Context: an optimization exercise on an open-source flow, tuned for small area. The choices shown serve that exercise and are no tape-out recipe. In this exercise RTL edits were held to simulation tests only and were not proved equivalent to the original. Power is estimated from default activity; no workload was simulated.

==> design.v <==
package axis_lane_packer_pkg;
  localparam int LANE_WIDTH    = 16;
  localparam int DEF_IN_WIDTH  = 64;
  localparam int DEF_OUT_WIDTH = 256;
  localparam int MAX_LANES     = 64;
  typedef logic [MAX_LANES-1:0] lane_mask_t;
  function automatic lane_mask_t keep_mask(input int unsigned nbeats,
                                           input int unsigned lanes_per_beat);
    lane_mask_t mask;
    mask = '0;
    for (int unsigned i = 0; i < MAX_LANES; i++) begin
      if (i < nbeats * lanes_per_beat) mask[i] = 1'b1;
    end
    keep_mask = mask;
  endfunction
endpackage
module axis_pack_slot #(
  parameter int DATA_WIDTH = axis_lane_packer_pkg::DEF_OUT_WIDTH,
  parameter int KEEP_WIDTH = axis_lane_packer_pkg::DEF_OUT_WIDTH / axis_lane_packer_pkg::LANE_WIDTH
) (
  input  logic                  clk,
  input  logic                  rst,
  input  logic                  load,
  input  logic                  unload,
  input  logic [DATA_WIDTH-1:0] load_data,
  input  logic                  load_last,
  input  logic [KEEP_WIDTH-1:0] load_keep,
  output logic                  valid,
  output logic [DATA_WIDTH-1:0] data,
  output logic                  last,
  output logic [KEEP_WIDTH-1:0] keep
);
  always_ff @(posedge clk) begin
    if (rst) begin
      valid <= 1'b0;
      data  <= '0;
      last  <= 1'b0;
      keep  <= '0;
    end else if (load) begin
      valid <= 1'b1;
      data  <= load_data;
      last  <= load_last;
      keep  <= load_keep;
    end else if (unload) begin
      valid <= 1'b0;
    end
  end
endmodule
module axis_lane_packer #(
  parameter int IN_WIDTH  = axis_lane_packer_pkg::DEF_IN_WIDTH,
  parameter int OUT_WIDTH = axis_lane_packer_pkg::DEF_OUT_WIDTH
) (
  input  logic                             clk,
  input  logic                             rst,
  input  logic                             activate,
  input  logic                             s_valid,
  input  logic                             s_last,
  input  logic [IN_WIDTH-1:0]              s_data,
  output logic                             s_ready,
  output logic                             m_valid,
  output logic                             m_last,
  output logic [OUT_WIDTH-1:0]             m_data,
  output logic [OUT_WIDTH/axis_lane_packer_pkg::LANE_WIDTH-1:0]  m_keep,
  input  logic                             m_ready,
  output logic [31:0]                      words_out
);
  localparam int RATIO          = OUT_WIDTH / IN_WIDTH;
  localparam int LANES          = OUT_WIDTH / axis_lane_packer_pkg::LANE_WIDTH;
  localparam int LANES_PER_BEAT = IN_WIDTH / axis_lane_packer_pkg::LANE_WIDTH;
  localparam int IDX_W          = (RATIO > 1) ? $clog2(RATIO) : 1;
  localparam logic [IDX_W-1:0] LAST_IDX = IDX_W'(RATIO - 1);
  logic                 clear;
  logic [IDX_W-1:0]     beat_idx_reg;
  logic [OUT_WIDTH-1:0] pack_reg;
  logic                 s_fire;
  logic                 final_beat;
  logic                 out_free;
  logic                 m_fire;
  logic                 pend_full;
  logic                 pend_load;
  logic                 pend_drain;
  logic                 out_load;
  logic [OUT_WIDTH-1:0] word_data;
  logic [LANES-1:0]     word_keep;
  logic [OUT_WIDTH-1:0] pend_data;
  logic [LANES-1:0]     pend_keep;
  logic                 pend_last;
  logic [OUT_WIDTH-1:0] out_src_data;
  logic [LANES-1:0]     out_src_keep;
  logic                 out_src_last;
  assign clear = rst | ~activate;
  assign s_ready    = activate & ~rst & ~pend_full;
  assign s_fire     = s_valid & s_ready;
  assign final_beat = s_fire & (s_last | (beat_idx_reg == LAST_IDX));
  assign out_free = ~m_valid | m_ready;
  assign m_fire   = m_valid & m_ready;
  assign pend_load  = final_beat & ~out_free;
  assign pend_drain = pend_full & out_free;
  assign out_load   = out_free & (pend_full | final_beat);
  for (genvar gi = 0; gi < RATIO; gi++) begin : g_word
    assign word_data[gi*IN_WIDTH +: IN_WIDTH] =
        (IDX_W'(gi) == beat_idx_reg) ? s_data :
        (IDX_W'(gi) <  beat_idx_reg) ? pack_reg[gi*IN_WIDTH +: IN_WIDTH] :
                                       '0;
  end
  assign word_keep = LANES'(axis_lane_packer_pkg::keep_mask(32'(beat_idx_reg) + 32'd1, LANES_PER_BEAT));
  always_ff @(posedge clk) begin
    if (clear) begin
      beat_idx_reg <= '0;
      pack_reg     <= '0;
    end else if (s_fire) begin
      if (final_beat) begin
        beat_idx_reg <= '0;
        pack_reg     <= '0;
      end else begin
        beat_idx_reg <= beat_idx_reg + 1'b1;
        pack_reg[beat_idx_reg*IN_WIDTH +: IN_WIDTH] <= s_data;
      end
    end
  end
  axis_pack_slot #(
    .DATA_WIDTH (OUT_WIDTH),
    .KEEP_WIDTH (LANES)
  ) u_pend (
    .clk       (clk),
    .rst       (clear),
    .load      (pend_load),
    .unload    (pend_drain),
    .load_data (word_data),
    .load_last (s_last),
    .load_keep (word_keep),
    .valid     (pend_full),
    .data      (pend_data),
    .last      (pend_last),
    .keep      (pend_keep)
  );
  assign out_src_data = pend_full ? pend_data : word_data;
  assign out_src_keep = pend_full ? pend_keep : word_keep;
  assign out_src_last = pend_full ? pend_last : s_last;
  axis_pack_slot #(
    .DATA_WIDTH (OUT_WIDTH),
    .KEEP_WIDTH (LANES)
  ) u_out (
    .clk       (clk),
    .rst       (clear),
    .load      (out_load),
    .unload    (m_fire),
    .load_data (out_src_data),
    .load_last (out_src_last),
    .load_keep (out_src_keep),
    .valid     (m_valid),
    .data      (m_data),
    .last      (m_last),
    .keep      (m_keep)
  );
  always_ff @(posedge clk) begin
    if (clear) begin
      words_out <= '0;
    end else if (m_fire) begin
      words_out <= words_out + 32'd1;
    end
  end
endmodule
==> run.sh <==
#!/bin/bash
# synth_recipe.tcl (not shown) runs the flow's synth.tcl, then flattens the netlist and writes it again
# the make line also repeats each setting of config.mk as NAME=value (left out here)
make -C /OpenROAD-flow-scripts/flow DESIGN_CONFIG=/design/flow/config.mk WORK_HOME=/design/flow/orfs CLKGATE_MAP_FILE= SYNTH_SCRIPT=/design/flow/synth_recipe.tcl finish
==> config.mk <==
export PLATFORM = sky130hd
export DESIGN_NAME = axis_lane_packer
export DESIGN_NICKNAME = axis_lane_packer
export VERILOG_FILES = /design/flow/design.v
export SDC_FILE = /design/flow/constraint.sdc
export NUM_CORES = 4
export LEC_CHECK = 0
export CAP_MARGIN = 20
export CORE_MARGIN = 2
export CORE_UTILIZATION = 40
export SLEW_MARGIN = 20
==> constraint.sdc <==
create_clock -name core_clock -period 4.0 [get_ports {clk}]
set_input_delay 0.8000 -clock core_clock [delete_from_list [all_inputs] [get_ports {clk}]]
set_output_delay 0.8000 -clock core_clock [all_outputs]
set_load 0.01 [all_outputs]
==> impl_metrics.csv, run 1 <==
group,metric,value,unit
synth,ys.warnings.count,2,
placed_design,dp_slack,0.5258,ns
synth,synth_compound_area_share,24.75,%
critical_path,cp_max_fo,4,
power,vdd_drop_max,0.0002938,V
placed_design,hpwl,63200,µm
clock_tree,clock_sinks,750,
synth,ys_ff_latch,750,
clock_tree,holdBufCountCts,0,
floorplan,initial_core_util,40.49,%
critical_path,worstPathArrival,2.56,ns
finish,regArea,15020,µm²
power,switching_share,23.08,%
floorplan,io_pins,377,
clock_tree,cts_buffer_depth,3,
sta,fin_crit_sh,83.89,%
synth,ys_seq_area_share,46.86,%
floorplan,rows,103,
synth,yosys_most_used_dff,"dfxtp_1",
clock_tree,cts_buffers,82,
route,via_count,28960,
synth,synth_edf_count,0,
synth,async_flop_share,0,%
sta,timing_hold_violations_final,0,
synth,synthAdderAreaFrac,0.2734,%
clock_tree,cts.reportedPaths.clkPinSlew,0.06,ns
synth,synthSimpleGateAreaFrac,19.43,%
grt,grt_max_degree,211,
clock_tree,cts_root_buf,"clkbuf_16",
floorplan,dieArea,82380,µm²
placed_design,numPortBuffers,376,
finish,syn_to_final_growth,21.01,%
synth,synth_area_per_cell,7.966,µm²
power,switching_power,3.668,mW
floorplan,die_h,287.0,µm
grt,antenna_found_initial,3,
power,power_frac_clock,48.5,%
power,pwr-share-comb,4.3,%
finish,drive_gt1_share,5.180,%
floorplan,die_x,287.0,µm
min_path,hp-start,"u_pend.data[208]",
sta,worst_slack,0.6443,ns
route,drcViolationCount,0,
sta,fin_tns_setup,0,ns
outcome,status,"finished clean",
critical_path,cp_data_required_time,3.20,ns
finish,nFillCells,7667,
finish,final_nets,4131,
min_path,hp-class,"reg2reg",
job,cap_viol_max_count,0,
sta,fin_worst_skew,0.02471,ns
sta,fmax,0.2980,GHz
route,finalWirelength,106200,µm
sta,slew-limit-headroom,31.27,%
grt,grt_pass1_vias,26640,
critical_path,crit_type,"in2out",
clock_tree,cts_tree,"yes",
min_path,min_to,"u_pend.data[208]",
clock_tree,ctsResizeCount,0,
critical_path,r2r_cells,6,
finish,multi_input_area,15180,µm²
synth,synth_area_leaders,"dfxtp_1 (47%), a21oi_1 (6.6%), o21ai_0 (6.1%)",
route,post_drt_via_cell_ratio,5.610,
synth,synth_area_leader_cell,"dfxtp_1",
synth,synth.distinct_cells,46,
power,pwr-share-seq,47.2,%
route,firstDrtPassIters,7,
critical_path,endpoint_kind,"primary output",
route,wire_per_inst,20.58,µm
synth,synthTopCellsByCount,"dfxtp_1 (750), nor2_1 (481), nand2_1 (468)",
synth,synth_top_family_by_area,"compound AO/OA/AOI/OAI gates",
clock_tree,cts_setup_buffers,0,
synth,syn-cell-area,32040,µm²
synth,synthMuxAreaShare,2.062,%
sta,worst_slew_pin_slew,1.031,ns
grt,track_usage,24.89,%
placed_design,gp_congestion,0.7947,
sta,maxSlewViolCount,0,
sta,rsz0062_at_grt,"no",
grt,grt_pass1_wl,162800,µm
sta,finalCriticalPeriod,3.356,ns
critical_path,critPathLaunchType,"input port",
critical_path,r2r_end,"pack_reg[87]",
min_path,hold_depth,2,
clock_tree,cts_htree_levels,3,
power,powerDensity,409.9,nW/µm²
clock_tree,clock_latency,0.63,ns
critical_path,ff2ff_setup_slack,0.80,ns
critical_path,r2r-start,"beat_idx_reg[1]",
power,leakagePower,12.29,nW
grt,overflow,0,
floorplan,core,79130,µm²
power,intPower,12.22,mW
route,drt_iter0_drc,2211,
synth,synth_xor_area_share,0.2734,%
synth,syn_inst,4022,
synth,yosys.cell_count.top_type,"dfxtp_1",
route,ant_nets,0,
finish,diodes,0,
sta,finalSetupViolCount,0,
synth,netlist.area_leader.share,46.86,%
[logic make-up after synthesis]
| logic type | after synthesis |
|---|---|
| compound gates | 1287 |
| xor+xnor | 10 |
| fa+ha+maj | 7 |
| buf+inv | 489 |
| flops | 750 |
| mux | 66 |
| simple gates | 1413 |
[critical path, stage by stage]
cell,delay (ns)
clkdlybuf4s50_1,0.47
nand2b_4,0.21
nor2_1,0.43
clkdlybuf4s50_1,0.64
[power groups by stage]
| stage | registers [mW] | logic (mW) | clock network (mW) |
|---|---|---|---|
| after floorplan | 7.68 | 0.367 | 0 |
| after global placement | 7.67 | 0.685 | 0 |
| after detailed placement | 7.67 | 0.685 | 0 |
| after CTS | 7.51 | 0.687 | 7.85 |
| after global routing | 7.50 | 0.725 | 8.16 |
| final | 7.51 | 0.682 | 7.70 |
[worst max path at each step]
stage                     startpoint             to
after floorplan                  rst        s_ready
after CTS                        rst        s_ready
after detailed placement      s_last  pack_reg[111]
after global placement        s_last  pack_reg[112]
after global routing             rst        s_ready
final                            rst        s_ready
[stage by stage]
stage	power [mW]	utilization (%)	area, µm²	std cells	hold slack, ns
CTS	16.05	49.00	38770	5162	0.4551
finish	15.89	49.00	38770	5162	0.4527
global placement	8.357	45.57	36060	5020	0.4416
detailed placement	8.357	45.57	36060	5020	0.4465
floorplan	8.043	-	32040	4022	0.4360
global route	16.39	49.00	38770	5162	0.4723
[layout make-up]
type                       instances  area share [%]
clock inverter                    27          0.7197
clock buffer                     115           6.267
sequential                       750           38.75
inverter                           6         0.05809
timing repair buffer             431           11.68
multi-input combinational       2783           39.15
tap                             1050           3.389
[cells in the final DEF, fill, tap and decap left out, types with 19 or more instances in the layout]
cell             synthesis  final
mux2i_1                 66     66
nand2_1                468    468
o21ai_0                391    391
o2111ai_1              128    128
nand3_1                142    141
dfxtp_1                750    748
buf_4                   13     27
nor3_1                 133    132
a22o_1                 110    110
nand2b_1               131    129
buf_12                   0     28
a22oi_1                 82     82
clkbuf_8                 0     19
clkdlybuf4s50_1          0    376
nor2_1                 481    480
a21oi_1                421    420
a211oi_1               132    132
clkbuf_16                0     85
[metal layers]
| layer | track usage (%) | wire, µm |
|---|---|---|
| met1 | 32.02 | 45660 |
| met2 | 42.60 | 52140 |
| met3 | 3.302 | 4740 |
| met4 | 8.945 | 3661 |
| met5 | 0 | 21 |
==> run 2, diff against run 1 <==
==> design.v (replaced) <==
package axis_lane_packer_pkg;
  localparam int LANE_WIDTH    = 16;
  localparam int DEF_IN_WIDTH  = 64;
  localparam int DEF_OUT_WIDTH = 256;
endpackage
module axis_pack_slot #(
  parameter int WIDTH = axis_lane_packer_pkg::DEF_IN_WIDTH
) (
  input  logic             clk,
  input  logic             wr,         
  input  logic             load,       
  input  logic             hold,       
  input  logic [WIDTH-1:0] s_data,
  output logic [WIDTH-1:0] m_data
);
  logic [WIDTH-1:0] pack_q;
  logic [WIDTH-1:0] pack_d;
  assign pack_d = wr ? s_data : pack_q;
  always_ff @(posedge clk) begin
    pack_q <= pack_d;
    m_data <= ({WIDTH{load}} & pack_d) | ({WIDTH{hold}} & m_data);
  end
endmodule
module axis_lane_packer #(
  parameter int IN_WIDTH  = axis_lane_packer_pkg::DEF_IN_WIDTH,
  parameter int OUT_WIDTH = axis_lane_packer_pkg::DEF_OUT_WIDTH
) (
  input  logic                             clk,
  input  logic                             rst,
  input  logic                             activate,
  input  logic                             s_valid,
  input  logic                             s_last,
  input  logic [IN_WIDTH-1:0]              s_data,
  output logic                             s_ready,
  output logic                             m_valid,
  output logic                             m_last,
  output logic [OUT_WIDTH-1:0]             m_data,
  output logic [OUT_WIDTH/axis_lane_packer_pkg::LANE_WIDTH-1:0]  m_keep,
  input  logic                             m_ready,
  output logic [31:0]                      words_out
);
  localparam int RATIO          = OUT_WIDTH / IN_WIDTH;
  localparam int LANES_PER_BEAT = IN_WIDTH / axis_lane_packer_pkg::LANE_WIDTH;
  localparam int IDX_W          = (RATIO > 1) ? $clog2(RATIO) : 1;
  localparam logic [IDX_W-1:0] LAST_IDX = IDX_W'(RATIO - 1);
  logic             clear;
  logic [IDX_W-1:0] idx_reg;     
  logic             pend_full;
  logic             pend_last;
  logic [IDX_W-1:0] out_idx;     
  logic             s_fire;
  logic             final_beat;
  logic             out_free;
  logic             m_fire;
  logic             out_load;
  assign clear = rst | ~activate;
  assign s_ready    = activate & ~rst & ~pend_full;
  assign s_fire     = s_valid & s_ready;
  assign final_beat = s_fire & (s_last | (idx_reg == LAST_IDX));
  assign out_free = ~m_valid | m_ready;
  assign m_fire   = m_valid & m_ready;
  assign out_load = out_free & (pend_full | final_beat);
  for (genvar gi = 0; gi < RATIO; gi++) begin : g_beat
    axis_pack_slot #(.WIDTH(IN_WIDTH)) u_slot (
      .clk    (clk),
      .wr     (s_fire & (idx_reg == IDX_W'(gi))),
      .load   (out_load & (IDX_W'(gi) <= idx_reg)),
      .hold   (~out_load),
      .s_data (s_data),
      .m_data (m_data[gi*IN_WIDTH +: IN_WIDTH])
    );
    for (genvar li = 0; li < LANES_PER_BEAT; li++) begin : g_keep
      assign m_keep[gi*LANES_PER_BEAT + li] = (out_idx >= IDX_W'(gi));
    end
  end
  always_ff @(posedge clk) begin
    if (clear) begin
      idx_reg   <= '0;
      pend_full <= 1'b0;
      m_valid   <= 1'b0;
    end else begin
      if (out_load) begin
        idx_reg   <= '0;
        pend_full <= 1'b0;
        m_valid   <= 1'b1;
      end else begin
        if (final_beat) pend_full <= 1'b1;
        else if (s_fire) idx_reg <= idx_reg + 1'b1;
        if (m_fire) m_valid <= 1'b0;
      end
    end
  end
  always_ff @(posedge clk) begin
    if (final_beat) pend_last <= s_last;
    if (out_load) begin
      out_idx <= idx_reg;
      m_last  <= pend_full ? pend_last : s_last;
    end
  end
  always_ff @(posedge clk) begin
    if (clear) begin
      words_out <= '0;
    end else if (m_fire) begin
      words_out <= words_out + 32'd1;
    end
  end
endmodule
==> flow/run.sh (new file) <==
#!/bin/bash
# Standard layout, with each port buffered by the smallest buffer cell.
set -euo pipefail
bash standard.sh finish "BUFFER_PORTS_ARGS=-buffer_cell sky130_fd_sc_hd__buf_1" > standard.log 2>&1
==> standard.sh (new file) <==
#!/bin/bash
# synth_recipe.tcl (not shown) runs the flow's synth.tcl, then flattens the netlist and writes it again
# the make line also repeats each setting of config.mk as NAME=value (left out here)
make -C /OpenROAD-flow-scripts/flow DESIGN_CONFIG=/design/flow/config.mk WORK_HOME=/design/flow/orfs CLKGATE_MAP_FILE= SYNTH_SCRIPT=/design/flow/synth_recipe.tcl "${@:-finish}"
--- a/config.mk
+++ b/config.mk
@@ -7,5 +7,5 @@
 export LEC_CHECK = 0
 export CAP_MARGIN = 20
 export CORE_MARGIN = 2
-export CORE_UTILIZATION = 40
+export CORE_UTILIZATION = 55
 export SLEW_MARGIN = 20
removed: run.sh
==> run 2 against run 1 <==
Net effect: still clean on timing, DRC and antenna; clock skew shrank 0.015 ns; die area shrank 56%; worst hold slack gained 0.0091 ns; via count shrank 57%; design area shrank 42%; count of clock-buffer cells in the layout shrank 33; wire length shrank 58%; clock power shrank 37%; register-to-register slack gained 0.61 ns; critical path depth grew 1; maximum frequency grew 29%; combinational power shrank 42%; critical endpoint is now g_beat[3].u_slot.m_data[3]; largest cell class is now sequential cells.
==> impl_metrics.csv, run 2 <==
group,metric,value,unit
grt,grt_pass1_wl,68560,µm
sta,fin_crit_sh,64.81,%
finish,final_common_cell,"dfxtp_1",
route,drcViolationCount,0,
finish,stdcell_count,2246,
placed_design,gp_congestion,0.7419,
grt,overflow,0,
clock_tree,cts_htree_levels,2,
route,firstDrtPassIters,4,
clock_tree,cts.reportedPaths.clkPinSlew,0.06,ns
critical_path,worstPathArrival,3.05,ns
placed_design,hpwl,28100,µm
clock_tree,cts_buffer_depth,3,
power,leakagePower,8.751,nW
critical_path,cp_data_required_time,4.45,ns
synth,ys_ff_latch,552,
synth,async_flop_share,0,%
finish,nFillCells,2674,
sta,worst_slew_pin_slew,1.053,ns
finish,design_area,22340,µm²
synth,synth_edf_count,68,
critical_path,cp_max_fo,64,
synth,synth_area_leaders,"dfxtp_1 (51%), mux2_2 (14%), edfxtp_1 (11%)",
finish,syn_to_final_growth,17.92,%
grt,grt_max_degree,76,
sta,fmax,0.3858,GHz
min_path,hp-class,"reg2reg",
route,drt_iter0_drc,478,
power,finalPower,11.14,mW
min_path,hold_depth,1,
clock_tree,ctsResizeCount,0,
critical_path,crit_path_end,"g_beat[3].u_slot.m_data[3]",
critical_path,critPathLaunch,"pend_full",
route,ant_nets,0,
sta,slew-limit-headroom,29.80,%
sta,maxSlewViolCount,0,
clock_tree,cts_root_buf,"clkbuf_16",
grt,antenna_found_initial,1,
clock_tree,cts_setup_buffers,0,
finish,regArea,11730,µm²
floorplan,io_pins,377,
finish,drive_gt1_share,26.21,%
synth,ys_seq_area_share,61.92,%
synth,syn-cell-area,18940,µm²
clock_tree,cts_tree,"yes",
sta,finalCriticalPeriod,2.592,ns
placed_design,place_area,20630,µm²
floorplan,dieArea,35940,µm²
clock_tree,clock_latency,0.56,ns
route,via_count,12430,
floorplan,rows,67,
synth,yosys_most_used_dff,"dfxtp_1",
critical_path,ff2ff_setup_slack,1.41,ns
grt,track_usage,24.17,%
synth,synthTopCellsByCount,"dfxtp_1 (484), mux2_2 (236), o21a_1 (129)",
outcome,status,"finished clean",
power,powerDensity,498.7,nW/µm²
floorplan,die_h,189.6,µm
synth,synth_area_per_cell,13.34,µm²
synth,synth_area_leader_cell,"dfxtp_1",
synth,yosys.cell_count.top_type,"dfxtp_1",
placed_design,numPortBuffers,372,
grt,grt_pass1_vias,12120,
critical_path,r2r_cells,5,
sta,fin_worst_skew,0.01003,ns
sta,fin_tns_setup,0,ns
route,post_drt_via_cell_ratio,5.533,
route,finalWirelength,44640,µm
power,vdd_drop_max,0.0003764,V
synth,netlist.area_leader.share,51.15,%
finish,layout_common_cells,"dfxtp_1 (484), buf_1 (372), mux2_2 (236)",
critical_path,crit_type,"reg2reg",
sta,finalSetupViolCount,0,
placed_design,numPlacedInstances,2146,
critical_path,endpoint_kind,"flop",
sta,rsz0062_at_grt,"no",
critical_path,critPathLaunchType,"flop",
clock_tree,clock_sinks,552,
clock_tree,holdBufCountCts,0,
critical_path,r2r-start,"pend_full",
sta,timing_hold_violations_final,0,
finish,final_nets,1830,
clock_tree,cts_buffers,54,
floorplan,die_x,189.6,µm
floorplan,initial_core_util,56.22,%
synth,syn_inst,1420,
finish,multi_input_area,6679,µm²
synth,ys.warnings.count,2,
critical_path,r2r_end,"g_beat[3].u_slot.m_data[3]",
floorplan,core,33700,µm²
job,cap_viol_max_count,0,
finish,fin_util,66.29,%
route,wire_per_inst,19.88,µm
synth,synth.distinct_cells,47,
run 2: cell types whose count changed in the layout (fill, tap and decap cells not counted), sizes merged, moves of 127 or more:
cell           delta
clkdlybuf4s50   -376
buf             +337
nand2           -447
mux2            +257
nor3            -130
a31o            +127
a211oi          -132
o21a            +128
nand3           -127
dfxtp           -266
o21ai           -389
nor2            -464
a21oi           -403
o2111ai         -128
run 2: final cells by class:
cell class / count / area share [%]
inverter: 8 / 0.1568
clock inverter: 17 / 0.6385
clock buffer: 82 / 7.018
multi-input combinational: 746 / 29.90
tap: 448 / 2.509
timing repair buffer: 392 / 7.258
antenna: 1 / 0.01120
sequential: 552 / 52.51
run 2: routing by layer:
layer	global-route usage [%]	vias to the layer above	part of all wire (%)	wire length (µm)
met2	40.04	318	47	20970
met5	0	-	0	0
met4	7.036	0	2.3	1018
met3	6.973	64	7.2	3225
met1	30.88	6141	44	19420
li1	-	5905	-	-
run 2: power by group:
part / total (mW) / internal, mW / switching [mW]
clock: 4.86 / 2.82 / 2.03
combinational: 0.395 / 0.174 / 0.221
sequential: 5.89 / 5.84 / 0.0446
run 2: cell families after synthesis:
family / Yosys count / share of synthesized area [%]
simple gates: 107 / 3.368
fa+ha+maj: 6 / 0.3963
flops: 552 / 61.92
buf+inv: 125 / 3.091
xor+xnor: 11 / 0.5086
other cells: 1 / 0.01979
mux: 261 / 15.49
compound gates: 357 / 15.20
run 2: critical path: stages (launching register included):
cell and delay (ns):
dfxtp_1 0.46, and4bb_1 0.39, nand2_4 0.13, buf_4 0.76, mux2_2 0.44, a31o_2 0.25
run 2: through the flow:
step                      hold WS [ns]  worst slack [ns]
after floorplan                 0.4401           0.09957
after global placement          0.4468             1.002
after detailed placement        0.4526            0.9550
after CTS                       0.4663             1.405
after global routing            0.4802             1.312
final                           0.4619             1.408
run 2: worst min path at each step:
stage / startpoint / endpoint / slack, ns
finish: g_beat[1].u_slot.pack_q[16] / g_beat[1].u_slot.pack_q[16] / 0.46
global placement: g_beat[2].u_slot.pack_q[59] / g_beat[2].u_slot.pack_q[59] / 0.45
global route: g_beat[1].u_slot.pack_q[42] / g_beat[1].u_slot.pack_q[42] / 0.48
floorplan: g_beat[2].u_slot.pack_q[53] / g_beat[2].u_slot.pack_q[53] / 0.44
detailed placement: g_beat[1].u_slot.pack_q[16] / g_beat[1].u_slot.pack_q[16] / 0.45
CTS: g_beat[1].u_slot.pack_q[16] / g_beat[1].u_slot.pack_q[16] / 0.47
==> run 3, diff against run 2 <==
--- a/design.v
+++ b/design.v
@@ -8,6 +8,7 @@
 ) (
   input  logic             clk,
   input  logic             wr,         
+  input  logic             keep,       
   input  logic             load,       
   input  logic             hold,       
   input  logic [WIDTH-1:0] s_data,
@@ -15,7 +16,7 @@
 );
   logic [WIDTH-1:0] pack_q;
   logic [WIDTH-1:0] pack_d;
-  assign pack_d = wr ? s_data : pack_q;
+  assign pack_d = ({WIDTH{wr}} & s_data) | ({WIDTH{keep}} & pack_q);
   always_ff @(posedge clk) begin
     pack_q <= pack_d;
     m_data <= ({WIDTH{load}} & pack_d) | ({WIDTH{hold}} & m_data);
@@ -64,6 +65,7 @@
     axis_pack_slot #(.WIDTH(IN_WIDTH)) u_slot (
       .clk    (clk),
       .wr     (s_fire & (idx_reg == IDX_W'(gi))),
+      .keep   (~s_fire | (idx_reg != IDX_W'(gi))),
       .load   (out_load & (IDX_W'(gi) <= idx_reg)),
       .hold   (~out_load),
       .s_data (s_data),
==> flow/run.sh (replaced) <==
#!/bin/bash
# Standard layout, with each port buffered by the smallest buffer cell and a clock tree
# built from small clock buffers without dummy loads.
set -euo pipefail
bash standard.sh finish \
  "BUFFER_PORTS_ARGS=-buffer_cell sky130_fd_sc_hd__buf_1" \
  "CTS_ARGS=-sink_clustering_enable -repair_clock_nets -dont_use_dummy_load -buf_list sky130_fd_sc_hd__clkbuf_4 sky130_fd_sc_hd__clkbuf_8 -root_buf sky130_fd_sc_hd__clkbuf_8" \
  > standard.log 2>&1
--- a/config.mk
+++ b/config.mk
@@ -8,4 +8,7 @@
 export CAP_MARGIN = 20
 export CORE_MARGIN = 2
 export CORE_UTILIZATION = 55
+export CTS_BUF_LIST = sky130_fd_sc_hd__clkbuf_4 sky130_fd_sc_hd__clkbuf_8
 export SLEW_MARGIN = 20
+export SYNTH_HIERARCHICAL = 1
+export SYNTH_MINIMUM_KEEP_SIZE = 0
==> run 3 against run 2 <==
Net effect: the run now fails in clock tree synthesis (4_1_cts); synthesized cell count fell by 2.5%; synthesized area decreased by 7.3%.
==> impl_metrics.csv, run 3 <==
group,metric,value,unit
outcome,status,"did not finish",
floorplan,rows,65,
synth,yosys.cell_count.top_type,"dfxtp_1",
synth,syn_inst,1384,
placed_design,gp_congestion,0.8096,
floorplan,die_x,182.7,µm
synth,synth_area_leader_cell,"dfxtp_1",
synth,async_flop_share,0,%
floorplan,io_pins,377,
synth,ys_seq_area_share,63.17,%
outcome,error,"[ERROR STA-0564] clock_tree_synthesis positional arguments not supported.",
synth,netlist.area_leader.share,62.48,%
synth,synthTopCellsByCount,"dfxtp_1 (548), a22o_1 (512), clkbuf_1 (39)",
synth,syn-cell-area,17560,µm²
floorplan,initial_core_util,55.79,%
outcome,failed_stage,"clock tree synthesis (4_1_cts)",
synth,synth_edf_count,4,
placed_design,hpwl,29510,µm
synth,yosys_most_used_dff,"dfxtp_1",
floorplan,die_h,182.7,µm
placed_design,numPortBuffers,372,
synth,synth.distinct_cells,40,
synth,ys.warnings.count,8,
synth,synth_area_per_cell,12.69,µm²
synth,synth_area_leaders,"dfxtp_1 (62%), a22o_1 (26%), buf_6 (2.4%)",
synth,ys_ff_latch,552,
run 3: changes by cell type after synthesis, moves of 8 or more:
cell | previous run | this run
mux2_1 | 21 | 0
a22o_1 | 64 | 512
a31o_2 | 123 | 0
inv_1 | 6 | 14
edfxtp_1 | 68 | 4
buf_1 | 6 | 16
clkbuf_1 | 56 | 39
o21ai_0 | 4 | 12
o21a_1 | 129 | 3
mux2_2 | 236 | 1
dfxtp_1 | 484 | 548
buf_2 | 39 | 29
buf_6 | 2 | 37
or3_1 | 1 | 11
run 3: cell families after synthesis:
kind of cell / synth area share [%]
xor gates and xnor gates: 0.4989
adders and majority gates: 0.4276
muxes: 0.1782
other: 0.02136
DFF: 63.17
buffers and inverters: 5.259
and+or+nand+nor: 3.406
AOI/OAI and AO/OA: 27.04
run 3: power by group through the flow:
stage	Sequential (mW)	Clock (mW)	Combinational, mW
floorplan	6.13	0	0.363
global placement	6.07	0	0.714
detailed placement	6.07	0	0.726
run 3: how the worst min path moves through the flow:
stage / start / endpoint / slack (ns) / cells after the start
after floorplan: g_beat[0].u_slot.pack_q[61] / g_beat[0].u_slot.pack_q[61] / 0.44 / 1
after global placement: g_beat[0].u_slot.pack_q[18] / g_beat[0].u_slot.pack_q[18] / 0.45 / 1
after detailed placement: g_beat[2].u_slot.pack_q[17] / g_beat[2].u_slot.pack_q[17] / 0.45 / 1
run 3: through the flow:
stage | std cells | cell area (µm²) | setup WS, ns
2_1_floorplan | 1387 | 17570 | 1.673
3_5_place_dp | 2053 | 18870 | 1.095
3_3_place_gp | 2053 | 18870 | 1.145
==> run 4, diff against run 3 <==
==> flow/run.sh (replaced) <==
#!/bin/bash
# Standard layout, with each port buffered by the smallest buffer cell and a clock tree
# built from small clock buffers, in clusters of at most 10 registers, without dummy loads.
set -euo pipefail
bash standard.sh finish \
  "BUFFER_PORTS_ARGS=-buffer_cell sky130_fd_sc_hd__buf_1" \
  "CTS_ARGS=-sink_clustering_enable -repair_clock_nets -dont_use_dummy_load -buf_list {sky130_fd_sc_hd__clkbuf_4} -root_buf sky130_fd_sc_hd__clkbuf_8 -sink_clustering_size 10 -sink_clustering_max_diameter 40" \
  > standard.log 2>&1
--- a/config.mk
+++ b/config.mk
@@ -8,7 +8,6 @@
 export CAP_MARGIN = 20
 export CORE_MARGIN = 2
 export CORE_UTILIZATION = 55
-export CTS_BUF_LIST = sky130_fd_sc_hd__clkbuf_4 sky130_fd_sc_hd__clkbuf_8
 export SLEW_MARGIN = 20
 export SYNTH_HIERARCHICAL = 1
 export SYNTH_MINIMUM_KEEP_SIZE = 0
==> run 4 against run 3 <==
Net effect: now clean on timing, DRC and antenna; synthesized cell count did not move; synthesized area unchanged.
==> impl_metrics.csv, run 4 <==
group,metric,value,unit
placed_design,place_area,18870,µm²
sta,worst_slew_pin_slew,0.8653,ns
synth,synth_edf_count,4,
route,via_count,12710,
grt,grt_pass1_vias,11820,
floorplan,io_pins,377,
placed_design,hpwl,29510,µm
synth,synth.distinct_cells,40,
floorplan,initial_core_util,55.79,%
grt,grt_use_met3,7.164,%
route,post_drt_via_cell_ratio,5.992,
clock_tree,cts_htree_levels,3,
sta,slew-limit-headroom,42.31,%
grt,track_usage,26.77,%
placed_design,numPortBuffers,372,
route,ant_nets,0,
sta,finalSetupViolCount,0,
finish,syn_to_final_growth,10.76,%
synth,synthTopCellsByCount,"dfxtp_1 (548), a22o_1 (512), clkbuf_1 (39)",
clock_tree,ctsResizeCount,0,
floorplan,die_x,182.7,µm
clock_tree,clock_sinks,552,
synth,synth_area_leaders,"dfxtp_1 (62%), a22o_1 (26%), buf_6 (2.4%)",
power,vdd_drop_max,0.0002664,V
placed_design,gp_congestion,0.8096,
sta,timing_hold_violations_final,0,
grt,grt_max_degree,126,
grt,overflow,0,
synth,synth_area_leader_cell,"dfxtp_1",
synth,syn_inst,1384,
route,drcViolationCount,0,
clock_tree,cts.reportedPaths.clkPinSlew,0.10,ns
synth,netlist.area_leader.share,62.48,%
route,firstDrtPassIters,4,
route,finalWirelength,46610,µm
finish,layout_common_cells,"dfxtp_1 (548), a22o_1 (512), buf_1 (372)",
synth,async_flop_share,0,%
route,wire_per_inst,21.96,µm
min_path,hp-class,"reg2reg",
job,cap_viol_max_count,0,
synth,yosys_most_used_dff,"dfxtp_1",
clock_tree,cts_buffers,69,
clock_tree,cts_buffer_depth,3,
synth,ys.warnings.count,8,
grt,met1_usage,37.04,%
critical_path,worstPathArrival,3.13,ns
finish,final_common_cell,"dfxtp_1",
synth,synth_area_per_cell,12.69,µm²
sta,fin_worst_skew,0.06550,ns
critical_path,cp_max_fo,125,
finish,design_area,19450,µm²
finish,nFillCells,2686,
floorplan,core,31470,µm²
sta,finalCriticalPeriod,2.616,ns
power,leakagePower,7.495,nW
clock_tree,cts_tree,"yes",
sta,fin_tns_setup,0,ns
route,drt_iter0_drc,704,
sta,fmax,0.3822,GHz
critical_path,endpoint_kind,"flop",
sta,fin_crit_sh,65.41,%
synth,syn-cell-area,17560,µm²
critical_path,crit_type,"reg2reg",
critical_path,critPathLaunchType,"flop",
sta,maxSlewViolCount,0,
power,powerDensity,476.6,nW/µm²
clock_tree,clock_latency,0.59,ns
finish,drive_gt1_share,6.744,%
grt,grt-busiest-layer,"met2",
sta,rsz0062_at_grt,"no",
clock_tree,holdBufCountCts,0,
finish,diodes,0,
synth,ys_ff_latch,552,
synth,ys_seq_area_share,63.17,%
floorplan,die_h,182.7,µm
clock_tree,cts_root_buf,"clkbuf_8",
finish,final_nets,1798,
clock_tree,cts_setup_buffers,0,
grt,grtUsageMet2,40.78,%
floorplan,dieArea,33370,µm²
synth,yosys.cell_count.top_type,"dfxtp_1",
critical_path,cp_data_required_time,4.51,ns
grt,grt_pass1_wl,70410,µm
floorplan,rows,65,
outcome,status,"finished clean",
grt,antenna_found_initial,1,
## run 4: cell counts after synthesis
No cell type changed its count.
## run 4: worst paths after layout
kind,startpoint,endpoint,slack (ns),cells after the start
hold / removal,g_beat[1].u_slot.pack_q[59],g_beat[1].u_slot.pack_q[59],0.48,1
hold reg to reg,g_beat[1].u_slot.pack_q[59],g_beat[1].u_slot.pack_q[59],0.48,1
setup / recovery,idx_reg[1],g_beat[0].u_slot.m_data[43],1.38,7
setup reg to reg,idx_reg[1],g_beat[0].u_slot.m_data[43],1.38,7
## run 4: cells by family after synthesis
group | Yosys count | share of synthesized area, %
compound gates | 559 | 27.04
xor+xnor | 10 | 0.4989
fa+ha+maj | 6 | 0.4276
buf+inv | 149 | 5.259
flops | 552 | 63.17
mux | 3 | 0.1782
other cells | 1 | 0.02136
simple gates | 104 | 3.406
## run 4: metal layers
metal	up-vias	part of all wire [%]
li1	5933	-
met1	6253	45
met2	445	44
met3	81	7.8
met4	2	2.6
met5	-	0.028
## run 4: layout make-up
class | instances | area, µm² | area share, %
clock buffers | 69 | 574.3 | 2.953
multi-input cells | 686 | 5583 | 28.71
well taps | 402 | 503.0 | 2.586
flip-flops and latches | 552 | 11090 | 57.03
repair buffers | 399 | 1637 | 8.415
inverters | 14 | 60.06 | 0.3088
## run 4: worst max-delay path: stages (launching register included)
cell and delay, ns:
dfxtp_1 0.38, ha_1 0.27, o21a_1 0.21, a21oi_1 0.33, nor2b_4 0.14, inv_8 0.53, buf_4 0.43, a22o_1 0.19
## run 4: power by group
group          leakage [nW]  internal [mW]  switching [mW]
registers              4.49           5.82           0.129
clock network         0.341          0.904            1.69
logic                  2.66          0.317           0.411
total                  7.50           7.04            2.23
## run 4: through the flow
| stage | std cells | util [%] | total power, mW | hold slack (ns) | worst slack, ns |
|---|---|---|---|---|---|
| floorplan | 1387 | - | 6.490 | 0.4402 | 1.673 |
| global placement | 2053 | 59.96 | 6.780 | 0.4522 | 1.145 |
| detailed placement | 2053 | 59.96 | 6.797 | 0.4527 | 1.095 |
| CTS | 2122 | 61.79 | 9.348 | 0.4739 | 1.382 |
| global route | 2122 | 61.79 | 9.662 | 0.4853 | 1.191 |
| finish | 2122 | 61.79 | 9.269 | 0.4768 | 1.384 |
==> run 5, diff against run 4 <==
--- a/config.mk
+++ b/config.mk
@@ -7,7 +7,7 @@
 export LEC_CHECK = 0
 export CAP_MARGIN = 20
 export CORE_MARGIN = 2
-export CORE_UTILIZATION = 55
+export CORE_UTILIZATION = 70
 export SLEW_MARGIN = 20
 export SYNTH_HIERARCHICAL = 1
 export SYNTH_MINIMUM_KEEP_SIZE = 0
==> run 5 against run 4 <==
Net effect: via count grew 2.7%; largest power group unchanged; combinational power is essentially flat; largest cell class unchanged; sequential share of layout area rose by 0.41 points; global-route usage increased by 6.9 points; power is 0.33% lower.
==> impl_metrics.csv, run 5 <==
group,metric,value,unit
power,power_frac_clock,27.6,%
floorplan,die_x,162.4,µm
finish,nFillCells,1651,
floorplan,io_pins,377,
sta,finalSetupViolCount,0,
min_path,hp-class,"reg2reg",
synth,synth.distinct_cells,40,
critical_path,critPathLaunchType,"flop",
synth,async_flop_share,0,%
synth,synth_edf_count,4,
grt,grt_pass1_vias,12570,
clock_tree,cts_htree_levels,3,
critical_path,worstPathCellList,"ha_1, o21a_1, a21oi_1, nor2b_4, nor2b_4, buf_4, a22o_1",
synth,netlist.area_leader.share,62.48,%
clock_tree,clock_sinks,552,
power,vdd_drop_max,0.0002956,V
finish,layout_common_cells,"dfxtp_1 (548), a22o_1 (512), buf_1 (372)",
critical_path,r2r-start,"idx_reg[1]",
synth,synthTopCellsByCount,"dfxtp_1 (548), a22o_1 (512), clkbuf_1 (39)",
finish,syn_to_final_growth,9.962,%
finish,final_common_cell,"dfxtp_1",
finish,fin_util,78.93,%
critical_path,critPathLaunch,"idx_reg[1]",
sta,worst_slew_pin_slew,0.8267,ns
route,finalWirelength,45610,µm
sta,fin_tns_setup,0,ns
finish,multi_input_area,5583,µm²
route,via_count,13060,
grt,overflow,0,
sta,hold_ws,0.4782,ns
route,firstDrtPassIters,7,
route,post_drt_via_cell_ratio,6.407,
critical_path,worstPathArrival,3.24,ns
route,wire_per_inst,22.37,µm
critical_path,crit_type,"reg2reg",
clock_tree,cts_tree,"yes",
power,intPower,7.018,mW
route,drt_iter0_drc,1047,
clock_tree,holdBufCountCts,0,
power,leakagePower,7.467,nW
critical_path,crit_top_cell,"nor2b_4",
floorplan,die_h,162.4,µm
synth,yosys.cell_count.top_type,"dfxtp_1",
synth,synth_area_leaders,"dfxtp_1 (62%), a22o_1 (26%), buf_6 (2.4%)",
floorplan,core,24460,µm²
grt,track_usage,33.71,%
finish,regArea,11090,µm²
sta,timing_hold_violations_final,0,
route,wl_met1,18740,µm
route,drcViolationCount,0,
grt,grt_max_degree,130,
power,pwr-share-seq,64.5,%
critical_path,cp_num_buf_inv,1,
critical_path,cp_max_fo,64,
grt,antenna_found_initial,1,
finish,final_nets,1792,
placed_design,hpwl,29430,µm
synth,ys_seq_area_share,63.17,%
floorplan,initial_core_util,71.78,%
grt,grt_pass1_wl,70320,µm
finish,drive_gt1_share,6.418,%
route,wl_met2,21010,µm
synth,synth_area_leader_cell,"dfxtp_1",
synth,yosys_most_used_dff,"dfxtp_1",
sta,worst_slack,1.262,ns
floorplan,dieArea,26370,µm²
clock_tree,cts_root_buf,"clkbuf_8",
sta,slew-limit-headroom,44.89,%
sta,rsz0062_at_grt,"no",
clock_tree,ctsResizeCount,0,
power,finalPower,9.239,mW
placed_design,dp_slack,0.8104,ns
route,wl_met3,4054,µm
clock_tree,cts_buffer_depth,3,
critical_path,cpPeakStageDelay,0.64,ns
clock_tree,clock_latency,0.59,ns
power,switching_power,2.220,mW
critical_path,cp_data_required_time,4.50,ns
floorplan,rows,57,
sta,fin_crit_sh,68.46,%
placed_design,gp_congestion,0.8475,
critical_path,endpoint_kind,"flop",
sta,finalCriticalPeriod,2.738,ns
sta,fmax,0.3652,GHz
clock_tree,cts_buffers,67,
clock_tree,cts_setup_buffers,0,
job,cap_viol_max_count,0,
power,switching_share,24.03,%
outcome,status,"finished clean",
power,powerDensity,478.5,nW/µm²
route,ant_nets,0,
critical_path,critPathSlowestCell,"buf_4",
critical_path,crit_family,"simple AND/OR/NAND/NOR gates",
min_path,hp-start,"g_beat[2].u_slot.pack_q[29]",
synth,syn_inst,1384,
power,pwr-share-comb,7.9,%
clock_tree,cts.reportedPaths.clkPinSlew,0.10,ns
synth,ys.warnings.count,8,
placed_design,numPortBuffers,372,
synth,syn-cell-area,17560,µm²
synth,synth_area_per_cell,12.69,µm²
sta,fin_worst_skew,0.05147,ns
route,top_layer,"met4",
sta,maxSlewViolCount,0,
synth,ys_ff_latch,552,
## run 5: cell counts after synthesis
No cell type changed its count.
## run 5: cell families after synthesis
group | Yosys count | synth area share [%]
other | 1 | 0.02136
DFF | 552 | 63.17
xor gates and xnor gates | 10 | 0.4989
muxes | 3 | 0.1782
and+or+nand+nor | 104 | 3.406
AOI/OAI and AO/OA | 559 | 27.04
buffers and inverters | 149 | 5.259
adders and majority gates | 6 | 0.4276
## run 5: power by group through the flow
stage	sequential, mW	combinational [mW]	clock (mW)
6_report	5.96	0.730	2.55
5_1_grt	5.99	0.776	2.82
4_1_cts	5.96	0.725	2.58
3_5_place_dp	6.08	0.722	0
3_3_place_gp	6.07	0.698	0
2_1_floorplan	6.13	0.363	0
## run 5: worst paths after layout
| check | to | slack (ns) | cells past startpoint |
|---|---|---|---|
| hold / removal | g_beat[2].u_slot.pack_q[29] | 0.48 | 1 |
| setup / recovery | g_beat[1].u_slot.m_data[55] | 1.26 | 7 |
| setup reg to reg | g_beat[1].u_slot.m_data[55] | 1.26 | 7 |
| hold reg to reg | g_beat[2].u_slot.pack_q[29] | 0.48 | 1 |
## run 5: routing by layer
layer | global-route usage, % | vias to the layer above
met4 | 15.21 | 0
li1 | - | 5907
met1 | 44.32 | 6393
met2 | 53.11 | 648
met5 | 0 | -
met3 | 8.327 | 115
## run 5: area by class of cell
type | instances | share of cell area (%)
Antenna cell | 1 | 0.01296
Clock buffer | 67 | 2.897
Inverter | 14 | 0.3111
Multi-Input combinational cell | 686 | 28.92
Sequential cell | 552 | 57.44
Tap cell | 324 | 2.100
Timing Repair Buffer | 395 | 8.321
## run 5: metrics by stage
step                cell area (µm²)  cells
floorplan                     17570   1387
CTS                           19300   2038
global placement              18750   1971
finish                        19310   2039
global route                  19310   2039
detailed placement            18750   1971
==> run 6, diff against run 5 <==
--- a/design.v
+++ b/design.v
@@ -20,6 +20,20 @@
   always_ff @(posedge clk) begin
     pack_q <= pack_d;
     m_data <= ({WIDTH{load}} & pack_d) | ({WIDTH{hold}} & m_data);
+  end
+endmodule
+module axis_count_bit (
+  input  logic clk,
+  input  logic inc,      
+  input  logic hold,     
+  input  logic a_in,     
+  output logic a_out,    
+  output logic q
+);
+  logic sum;
+  assign {a_out, sum} = {1'b0, q} + {1'b0, a_in};
+  always_ff @(posedge clk) begin
+    q <= (inc & sum) | (hold & q);
   end
 endmodule
 module axis_lane_packer #(
@@ -99,11 +113,31 @@
       m_last  <= pend_full ? pend_last : s_last;
     end
   end
-  always_ff @(posedge clk) begin
-    if (clear) begin
-      words_out <= '0;
-    end else if (m_fire) begin
-      words_out <= words_out + 32'd1;
+  logic [32:0] cnt_carry;
+  logic [3:0]  cnt_ones;
+  logic        cnt_inc;
+  logic        cnt_hold;
+  assign cnt_inc  = m_fire & ~clear;
+  assign cnt_hold = ~m_fire & ~clear;
+  for (genvar gk = 0; gk < 4; gk++) begin : g_cnt_grp
+    assign cnt_ones[gk] = &words_out[8*gk +: 8];
+    for (genvar gb = 0; gb < 8; gb++) begin : g_cnt_bit
+      logic a_in;
+      if (gb != 0) begin : g_chain
+        assign a_in = cnt_carry[8*gk+gb];
+      end else if (gk == 0) begin : g_lsb
+        assign a_in = 1'b1;
+      end else begin : g_grp_in
+        assign a_in = &cnt_ones[gk-1:0];
+      end
+      axis_count_bit u_bit (
+        .clk   (clk),
+        .inc   (cnt_inc),
+        .hold  (cnt_hold),
+        .a_in  (a_in),
+        .a_out (cnt_carry[8*gk+gb+1]),
+        .q     (words_out[8*gk+gb])
+      );
     end
   end
 endmodule
==> run 6 against run 5 <==
Net effect: still clean on timing, DRC and antenna; synthesized area shrank 0.56%; register-to-register slack lost 0.02 ns; cell count shrank 3.2%; clock power is essentially flat; sequential power is essentially flat; largest cell class unchanged; largest power group unchanged; highest routed layer unchanged.
==> impl_metrics.csv, run 6 <==
group,metric,value,unit
outcome,status,"finished clean",
floorplan,dieArea,26220,µm²
synth,synth_top_family_by_area,"compound AO/OA/AOI/OAI gates",
clock_tree,cts_setup_buffers,0,
clock_tree,cts_htree_levels,3,
clock_tree,ctsResizeCount,0,
synth,synth_xor_area_share,0,%
route,finalWirelength,44330,µm
sta,fin_worst_skew,0.05559,ns
critical_path,worstPathArrival,3.24,ns
placed_design,place_area,18690,µm²
synth,synth_area_leaders,"dfxtp_1 (63%), a22o_1 (27%), ha_1 (2.7%)",
finish,final_nets,1758,
finish,syn_to_final_growth,10.21,%
floorplan,initial_core_util,71.58,%
grt,track_usage,32.88,%
critical_path,critPathSlowestCell,"nor4_1",
grt,grt_max_degree,96,
synth,async_flop_share,0,%
placed_design,numPortBuffers,372,
clock_tree,clock_latency,0.58,ns
finish,final_common_cell,"dfxtp_1",
sta,finalSetupViolCount,0,
finish,drive_gt1_share,6.489,%
synth,synth_area_leader_cell,"dfxtp_1",
critical_path,cp_data_required_time,4.48,ns
synth,synthTopCellsByCount,"dfxtp_1 (548), a22o_1 (544), ha_1 (37)",
sta,finalCriticalPeriod,2.754,ns
grt,antenna_found_initial,1,
floorplan,rows,57,
route,firstDrtPassIters,5,
clock_tree,cts_root_buf,"clkbuf_8",
synth,synth.distinct_cells,34,
critical_path,ff2ff_setup_slack,1.25,ns
floorplan,io_pins,377,
floorplan,die_x,161.9,µm
critical_path,critPathLaunchType,"flop",
finish,design_area,19240,µm²
critical_path,r2r_end,"g_cnt_grp[3].g_cnt_bit[7].u_bit.q",
synth,ys_ff_latch,552,
power,vdd_drop_max,0.0003386,V
grt,grt_pass1_vias,12210,
placed_design,gp_congestion,0.8440,
sta,slew-limit-headroom,25.68,%
synth,synthAdderAreaFrac,2.652,%
route,ant_nets,0,
placed_design,dp_slack,1.200,ns
job,cap_viol_max_count,0,
critical_path,worstPathCellList,"nand4_1, nor4_1, and2_1, ha_1, ha_1, ha_1, ha_1, ha_1, ha_1, ha_1, ha_1, a22o_1",
floorplan,die_h,161.9,µm
sta,rsz0062_at_grt,"no",
route,drcViolationCount,0,
route,wire_per_inst,22.46,µm
sta,fin_tns_setup,0,ns
min_path,min_to,"g_beat[1].u_slot.pack_q[62]",
min_path,hold_depth,1,
route,via_count,12410,
synth,ys_seq_area_share,63.52,%
synth,synthSimpleGateAreaFrac,1.211,%
finish,layout_common_cells,"dfxtp_1 (548), a22o_1 (544), buf_1 (372)",
clock_tree,cts_buffers,66,
clock_tree,cts_buffer_depth,3,
grt,overflow,0,
synth,synth_edf_count,4,
synth,syn-cell-area,17460,µm²
critical_path,r2r-start,"g_cnt_grp[0].g_cnt_bit[7].u_bit.q",
synth,ys.warnings.count,9,
placed_design,hpwl,27880,µm
critical_path,cp_max_fo,4,
synth,syn_inst,1313,
synth,yosys_most_used_dff,"dfxtp_1",
critical_path,cpPeakStageDelay,0.48,ns
clock_tree,holdBufCountCts,0,
route,post_drt_via_cell_ratio,6.286,
power,leakagePower,7.781,nW
sta,fmax,0.3630,GHz
min_path,hp-start,"g_beat[1].u_slot.pack_q[62]",
synth,synth_compound_area_share,27.66,%
sta,fin_crit_sh,68.86,%
route,drt_iter0_drc,1075,
critical_path,endpoint_kind,"flop",
finish,fin_util,78.89,%
clock_tree,cts_tree,"yes",
sta,maxSlewViolCount,0,
critical_path,r2r_cells,12,
power,finalPower,9.171,mW
synth,netlist.area_leader.share,62.84,%
synth,synth_area_per_cell,13.30,µm²
sta,worst_slack,1.246,ns
sta,timing_hold_violations_final,0,
critical_path,crit_type,"reg2reg",
min_path,hp-class,"reg2reg",
critical_path,crit_top_cell,"ha_1",
synth,synthMuxAreaShare,0.06450,%
power,powerDensity,476.6,nW/µm²
clock_tree,cts.reportedPaths.clkPinSlew,0.11,ns
grt,grt_pass1_wl,68450,µm
floorplan,core,24390,µm²
synth,yosys.cell_count.top_type,"dfxtp_1",
sta,worst_slew_pin_slew,1.115,ns
clock_tree,clock_sinks,552,
## run 6: cell types whose count changed in the layout (fill, tap and decap cells not counted), sizes merged, moves of 11 or more
cell / delta
a21oi: -20
a22o: +32
ha: +31
nand3: -13
nand2: -13
or3: -11
## run 6: worst max-delay path by stage
| stage | cells past startpoint | to | start | slack (ns) |
|---|---|---|---|---|
| floorplan | 3 | g_cnt_grp[0].g_cnt_bit[0].u_bit.q | rst | 1.46 |
| global placement | 6 | g_beat[2].u_slot.m_data[30] | s_last | 1.23 |
| detailed placement | 6 | g_beat[3].u_slot.m_data[12] | s_last | 1.20 |
| CTS | 12 | g_cnt_grp[3].g_cnt_bit[7].u_bit.q | g_cnt_grp[0].g_cnt_bit[0].u_bit.q | 1.24 |
| global route | 12 | g_cnt_grp[3].g_cnt_bit[7].u_bit.q | g_cnt_grp[0].g_cnt_bit[6].u_bit.q | 1.09 |
| finish | 12 | g_cnt_grp[3].g_cnt_bit[7].u_bit.q | g_cnt_grp[0].g_cnt_bit[7].u_bit.q | 1.25 |
## run 6: metal layers
| metal | vias to the layer above | GRT usage, % | part of all wire [%] | routed length, µm |
|---|---|---|---|---|
| met3 | 114 | 8.299 | 8.8 | 3922 |
| met5 | - | 0 | 0 | 0 |
| met1 | 6033 | 44.63 | 42 | 18730 |
| met4 | 0 | 15.61 | 4.5 | 2014 |
| li1 | 5690 | - | - | - |
| met2 | 571 | 49.69 | 44 | 19670 |
## run 6: final cells by class
| class | instances | area [µm²] |
|---|---|---|
| inverters | 6 | 22.52 |
| flip-flops and latches | 552 | 11090 |
| fillers | 1594 | 5149 |
| well taps | 324 | 405.4 |
| diodes | 1 | 2.502 |
| multi-input cells | 633 | 5573 |
| clock buffers | 66 | 551.8 |
| repair buffers | 392 | 1597 |
## run 6: cells by family (layout without fill, tap and decap cells)
group	count (synthesis)	in the layout
other	1	6
adder cells (fa/ha/maj)	37	37
AO/OA/AOI/OAI	553	553
multiplexers	1	1
AND/OR/NAND/NOR	37	37
flip-flops	552	552
buffers and inverters	132	464
## run 6: metrics by stage
step | hold WS [ns] | instances
floorplan | 0.4402 | 1317
global placement | 0.4519 | 1907
detailed placement | 0.4527 | 1907
CTS | 0.4800 | 1973
global route | 0.4914 | 1974
finish | 0.4760 | 1974
## run 6: report_power, final
group / internal (mW) / total (mW) / switching (mW)
clock network: 0.869 / 2.52 / 1.65
logic: 0.308 / 0.708 / 0.399
registers: 5.80 / 5.94 / 0.141
## run 6: modules after synthesis (local to each module, per instance), a selection
module            flip-flops and latches  cells inside  copies in the design  area, µm²
axis_count_bit                         1             3                    32      41.29
axis_lane_packer                       8            81                     1      678.2
## run 6: critical path, delay by kind of cell, from the launching register on
family / cells / cell delay [ns]
AOI/OAI and AO/OA: 1 / 0.17
adders and majority gates: 8 / 1.29
DFF: 1 / 0.40
and+or+nand+nor: 3 / 0.81
==> run 7, diff against run 6 <==
--- a/design.v
+++ b/design.v
@@ -24,8 +24,7 @@
 endmodule
 module axis_count_bit (
   input  logic clk,
-  input  logic inc,      
-  input  logic hold,     
+  input  logic keep,     
   input  logic a_in,     
   output logic a_out,    
   output logic q
@@ -33,7 +32,7 @@
   logic sum;
   assign {a_out, sum} = {1'b0, q} + {1'b0, a_in};
   always_ff @(posedge clk) begin
-    q <= (inc & sum) | (hold & q);
+    q <= keep & sum;
   end
 endmodule
 module axis_lane_packer #(
@@ -115,10 +114,8 @@
   end
   logic [32:0] cnt_carry;
   logic [3:0]  cnt_ones;
-  logic        cnt_inc;
-  logic        cnt_hold;
-  assign cnt_inc  = m_fire & ~clear;
-  assign cnt_hold = ~m_fire & ~clear;
+  logic        cnt_keep;
+  assign cnt_keep = ~clear;
   for (genvar gk = 0; gk < 4; gk++) begin : g_cnt_grp
     assign cnt_ones[gk] = &words_out[8*gk +: 8];
     for (genvar gb = 0; gb < 8; gb++) begin : g_cnt_bit
@@ -126,14 +123,13 @@
       if (gb != 0) begin : g_chain
         assign a_in = cnt_carry[8*gk+gb];
       end else if (gk == 0) begin : g_lsb
-        assign a_in = 1'b1;
+        assign a_in = m_fire;
       end else begin : g_grp_in
-        assign a_in = &cnt_ones[gk-1:0];
+        assign a_in = m_fire & (&cnt_ones[gk-1:0]);
       end
       axis_count_bit u_bit (
         .clk   (clk),
-        .inc   (cnt_inc),
-        .hold  (cnt_hold),
+        .keep  (cnt_keep),
         .a_in  (a_in),
         .a_out (cnt_carry[8*gk+gb+1]),
         .q     (words_out[8*gk+gb])
==> run 7 against run 6 <==
Net effect: still clean on timing, DRC and antenna; register-to-register slack worse by 0.21 ns; largest cell class unchanged; wire length down 1.5%; first-iteration DRC count down 3.3%.
==> impl_metrics.csv, run 7 <==
group,metric,value,unit
route,finalWirelength,43660,µm
clock_tree,clock_sinks,552,
synth,ys.warnings.count,9,
power,switching_power,2.186,mW
clock_tree,cts_htree_levels,3,
floorplan,die_x,161.6,µm
power,leakagePower,7.802,nW
critical_path,worstPathCellList,"nand4_1, or4_4, nor4_2, ha_1, ha_1, ha_1, ha_1, ha_1, ha_1, ha_1, ha_1, and2_1",
grt,grt_pass1_wl,67450,µm
floorplan,io_pins,377,
synth,synth_area_per_cell,13.22,µm²
critical_path,critPathSlowestCell,"or4_4",
power,vdd_drop_max,0.0003316,V
clock_tree,ctsResizeCount,0,
floorplan,dieArea,26100,µm²
power,finalPower,9.166,mW
route,drt_iter0_drc,1039,
sta,hold_ws,0.4782,ns
route,drcViolationCount,0,
critical_path,cp_max_fo,3,
sta,fin_worst_skew,0.05133,ns
critical_path,worstPathArrival,3.39,ns
sta,fin_tns_setup,0,ns
critical_path,cp_data_required_time,4.42,ns
critical_path,crit_type,"reg2reg",
synth,syn-cell-area,17380,µm²
power,intPower,6.981,mW
sta,timing_hold_violations_final,0,
sta,fmax,0.3371,GHz
synth,async_flop_share,0,%
power,power_frac_clock,27.5,%
critical_path,cpPeakStageDelay,0.54,ns
clock_tree,cts_root_buf,"clkbuf_8",
clock_tree,cts_setup_buffers,0,
finish,design_area,19190,µm²
placed_design,hpwl,27990,µm
synth,synthTopCellsByCount,"dfxtp_1 (548), a22o_1 (512), ha_1 (37)",
power,pwr-share-comb,7.7,%
finish,drive_gt1_share,6.420,%
grt,grt_max_degree,82,
placed_design,place_area,18640,µm²
outcome,status,"finished clean",
sta,finalSetupViolCount,0,
placed_design,dp_slack,0.5610,ns
finish,final_common_cell,"dfxtp_1",
synth,synth_area_leaders,"dfxtp_1 (63%), a22o_1 (26%), ha_1 (2.7%)",
finish,syn_to_final_growth,10.46,%
grt,overflow,0,
synth,ys_seq_area_share,63.83,%
route,wire_per_inst,22.08,µm
sta,finalCriticalPeriod,2.966,ns
synth,yosys_most_used_dff,"dfxtp_1",
sta,worst_slew_pin_slew,0.8576,ns
critical_path,critPathLaunchType,"flop",
sta,slew-limit-headroom,42.83,%
synth,synth.distinct_cells,34,
job,cap_viol_max_count,0,
floorplan,core,24320,µm²
power,powerDensity,477.6,nW/µm²
finish,stdcell_count,1977,
critical_path,crit_top_cell,"ha_1",
grt,track_usage,32.81,%
placed_design,numPlacedInstances,1909,
clock_tree,cts_tree,"yes",
finish,layout_common_cells,"dfxtp_1 (548), a22o_1 (512), buf_1 (372)",
grt,grt_pass1_vias,12020,
sta,worst_slack,1.034,ns
synth,ys_ff_latch,552,
placed_design,gp_congestion,0.8138,
route,via_count,12350,
route,firstDrtPassIters,5,
finish,fin_util,78.92,%
clock_tree,cts.reportedPaths.clkPinSlew,0.10,ns
finish,nFillCells,1637,
synth,netlist.area_leader.share,63.14,%
power,pwr-share-seq,64.7,%
sta,maxSlewViolCount,0,
clock_tree,holdBufCountCts,0,
min_path,hp-class,"reg2reg",
synth,synth_area_leader_cell,"dfxtp_1",
grt,antenna_found_initial,2,
finish,final_nets,1760,
clock_tree,cts_buffers,66,
clock_tree,clock_latency,0.58,ns
clock_tree,cts_buffer_depth,3,
route,post_drt_via_cell_ratio,6.248,
floorplan,die_h,161.6,µm
sta,rsz0062_at_grt,"no",
route,ant_nets,0,
floorplan,initial_core_util,71.45,%
synth,synth_edf_count,4,
sta,fin_crit_sh,74.15,%
synth,yosys.cell_count.top_type,"dfxtp_1",
critical_path,endpoint_kind,"flop",
placed_design,numPortBuffers,372,
power,switching_share,23.85,%
synth,syn_inst,1314,
floorplan,rows,57,
==> run 7: cell type report <==
class,count,area [µm²],area share [%]
Timing Repair Buffer,394,1637,8.527
Multi-Input combinational cell,630,5470,28.50
Tap cell,324,405.4,2.112
Inverter,9,33.78,0.1760
Sequential cell,552,11090,57.78
Clock buffer,66,551.8,2.875
Antenna cell,2,5.005,0.02608
==> run 7: modules after synthesis, one instance, submodules excluded, excerpt <==
| module | area (µm²) | times used |
|---|---|---|
| axis_lane_packer | 674.4 | 1 |
| axis_count_bit | 38.79 | 32 |
==> run 7: critical path, delay by kind of cell, from the launching register on <==
| family | cells | cell delay [ns] |
|---|---|---|
| adder cells (fa/ha/maj) | 8 | 1.30 |
| AND/OR/NAND/NOR | 4 | 1.17 |
| flip-flops | 1 | 0.37 |
==> run 7: metal layers <==
| metal | global-route usage (%) | share of wire (%) | up-vias |
|---|---|---|---|
| met2 | 50.41 | 45 | 599 |
| met4 | 15.67 | 4.3 | 0 |
| met5 | 0 | 0 | - |
| met1 | 43.65 | 42 | 5986 |
| li1 | - | - | 5652 |
| met3 | 8.423 | 8.8 | 115 |
==> run 7: cell families after synthesis <==
group | Yosys count | share of synthesized area [%]
adders and majority gates | 37 | 2.664
AOI/OAI and AO/OA | 521 | 26.10
DFF | 552 | 63.83
and+or+nand+nor | 67 | 2.362
other | 1 | 0.02158
muxes | 1 | 0.06480
buffers and inverters | 135 | 4.954
==> run 7: worst paths after layout <==
path,from,endpoint,slack [ns],cells after the start
hold / removal,g_beat[1].u_slot.pack_q[62],g_beat[1].u_slot.pack_q[62],0.48,1
setup / recovery,g_cnt_grp[0].g_cnt_bit[2].u_bit.q,g_cnt_grp[3].g_cnt_bit[7].u_bit.q,1.03,12
setup reg to reg,g_cnt_grp[0].g_cnt_bit[2].u_bit.q,g_cnt_grp[3].g_cnt_bit[7].u_bit.q,1.03,12
hold reg to reg,g_beat[1].u_slot.pack_q[62],g_beat[1].u_slot.pack_q[62],0.48,1
==> run 7: power groups by stage <==
stage	clock network [mW]	registers, mW	logic, mW
finish	2.52	5.93	0.710
global placement	0	6.04	0.687
floorplan	0	6.11	0.346
global route	2.79	5.96	0.758
CTS	2.56	5.93	0.710
detailed placement	0	6.06	0.706
==> run 8, diff against run 7 <==
--- a/config.mk
+++ b/config.mk
@@ -5,9 +5,9 @@
 export SDC_FILE = /design/flow/constraint.sdc
 export NUM_CORES = 4
 export LEC_CHECK = 0
-export CAP_MARGIN = 20
+export CAP_MARGIN = 5
 export CORE_MARGIN = 2
 export CORE_UTILIZATION = 70
-export SLEW_MARGIN = 20
+export SLEW_MARGIN = 5
 export SYNTH_HIERARCHICAL = 1
 export SYNTH_MINIMUM_KEEP_SIZE = 0
==> run 8 against run 7 <==
Net effect: still clean on timing, DRC and antenna; combinational power hardly changed; non-clock buffer count did not move; sequential power is essentially flat; worst hold slack is the same; global-route usage did not move; setup slack unchanged; count of clock-buffer cells in the layout did not move; wire length did not move; synthesized area is the same; first-iteration DRC count unchanged; largest power group unchanged.
==> impl_metrics.csv, run 8 <==
group,metric,value,unit
grt,grt-busiest-layer,"met2",
grt,antenna_found_initial,2,
clock_tree,holdBufCountCts,0,
critical_path,worstPathArrival,3.39,ns
sta,fin_crit_sh,74.15,%
synth,ys_seq_area_share,63.83,%
critical_path,endpoint_kind,"flop",
min_path,hp-class,"reg2reg",
grt,grt_pass1_wl,67450,µm
sta,finalSetupViolCount,0,
clock_tree,cts.reportedPaths.clkPinSlew,0.10,ns
route,finalWirelength,43660,µm
synth,synth_area_leader_cell,"dfxtp_1",
critical_path,crit_top_cell,"ha_1",
synth,async_flop_share,0,%
outcome,status,"finished clean",
route,drt_iter0_drc,1039,
clock_tree,cts_buffer_depth,3,
job,cap_viol_max_count,0,
synth,syn_inst,1314,
sta,timing_hold_violations_final,0,
finish,final_common_cell,"dfxtp_1",
power,powerDensity,477.6,nW/µm²
sta,fin_tns_setup,0,ns
floorplan,dieArea,26100,µm²
critical_path,crit_family,"adder cells",
clock_tree,cts_htree_levels,3,
floorplan,io_pins,377,
synth,yosys_most_used_dff,"dfxtp_1",
finish,fin_util,78.92,%
critical_path,worstPathCellList,"nand4_1, or4_4, nor4_2, ha_1, ha_1, ha_1, ha_1, ha_1, ha_1, ha_1, ha_1, and2_1",
placed_design,gp_congestion,0.8138,
synth,netlist.area_leader.share,63.14,%
route,drcViolationCount,0,
grt,grt_pass1_vias,12020,
critical_path,ff2ff_setup_slack,1.03,ns
critical_path,critPathLaunchType,"flop",
critical_path,critPathSlowestCell,"or4_4",
clock_tree,cts_tree,"yes",
grt,grtUsageMet2,50.41,%
clock_tree,cts_buffers,66,
floorplan,die_h,161.6,µm
power,vdd_drop_max,0.0003316,V
power,leakagePower,7.802,nW
floorplan,rows,57,
critical_path,crit_type,"reg2reg",
sta,rsz0062_at_grt,"no",
sta,finalCriticalPeriod,2.966,ns
[run 8: cell counts after synthesis]
Identical to the previous run, type by type.
[run 8: area by class of cell]
class	count	share of cell area (%)
antenna	2	0.02608
timing repair buffer	394	8.527
inverter	9	0.1760
tap	324	2.112
sequential	552	57.78
clock buffer	66	2.875
multi-input combinational	630	28.50
[run 8: worst max-delay path by stage]
stage / start / end / slack (ns) / cells past startpoint
2_1_floorplan: m_ready / g_cnt_grp[3].g_cnt_bit[7].u_bit.q / 0.85 / 12
3_3_place_gp: m_ready / g_cnt_grp[3].g_cnt_bit[7].u_bit.q / 0.65 / 13
3_5_place_dp: m_ready / g_cnt_grp[3].g_cnt_bit[7].u_bit.q / 0.56 / 13
4_1_cts: g_cnt_grp[0].g_cnt_bit[2].u_bit.q / g_cnt_grp[3].g_cnt_bit[7].u_bit.q / 1.01 / 12
5_1_grt: g_cnt_grp[0].g_cnt_bit[2].u_bit.q / g_cnt_grp[3].g_cnt_bit[7].u_bit.q / 0.85 / 12
6_report: g_cnt_grp[0].g_cnt_bit[2].u_bit.q / g_cnt_grp[3].g_cnt_bit[7].u_bit.q / 1.03 / 12
[run 8: per-module statistics from Yosys (local to each module, per instance), excerpt]
| module | flops+latches | cells inside | cell area [µm²] |
|---|---|---|---|
| axis_lane_packer | 8 | 82 | 674.4 |
| axis_count_bit | 1 | 3 | 38.79 |
[run 8: report_power, final]
group | internal [mW] | switching (mW) | total, mW
logic | 0.309 | 0.402 | 0.710
registers | 5.80 | 0.132 | 5.93
clock network | 0.870 | 1.65 | 2.52
total | 6.98 | 2.19 | 9.17
[run 8: metrics by stage]
step,cells,area [µm²],hold WS [ns],worst slack (ns),power [mW]
global route,1977,19190,0.4932,0.8483,9.511
floorplan,1317,17390,0.4402,0.8545,6.454
finish,1977,19190,0.4782,1.034,9.166
detailed placement,1909,18640,0.4527,0.5610,6.762
CTS,1975,19190,0.4771,1.011,9.206
global placement,1909,18640,0.4523,0.6540,6.730
[run 8: per-layer routing]
layer | part of all wire (%) | vias to the layer above | wire (µm)
met5 | 0 | - | 0
met4 | 4.3 | 0 | 1869
met1 | 42 | 5986 | 18240
met2 | 45 | 599 | 19720
li1 | - | 5652 | -
met3 | 8.8 | 115 | 3830
[run 8: worst register-to-register path, delay by kind of cell (launching register included)]
| kind | cells | cell delay (ns) |
|---|---|---|
| fa+ha+maj | 8 | 1.30 |
| flops | 1 | 0.37 |
| simple gates | 4 | 1.17 |
[run 8: cell families after synthesis]
logic type                 after synthesis  synth area share, %
AOI/OAI and AO/OA                      521                26.10
muxes                                    1              0.06480
buffers and inverters                  135                4.954
and+or+nand+nor                         67                2.362
other                                    1              0.02158
DFF                                    552                63.83
adders and majority gates               37                2.664

Re-timed with assumed drivers on the ports (clkbuf_16 on the clock, buf_2 on other inputs), run 8 has 1.034 ns of setup slack against 1.034 ns with ideal ports, and 0.525 ns once port delays also move by the mid clock arrival of 0.601 ns.
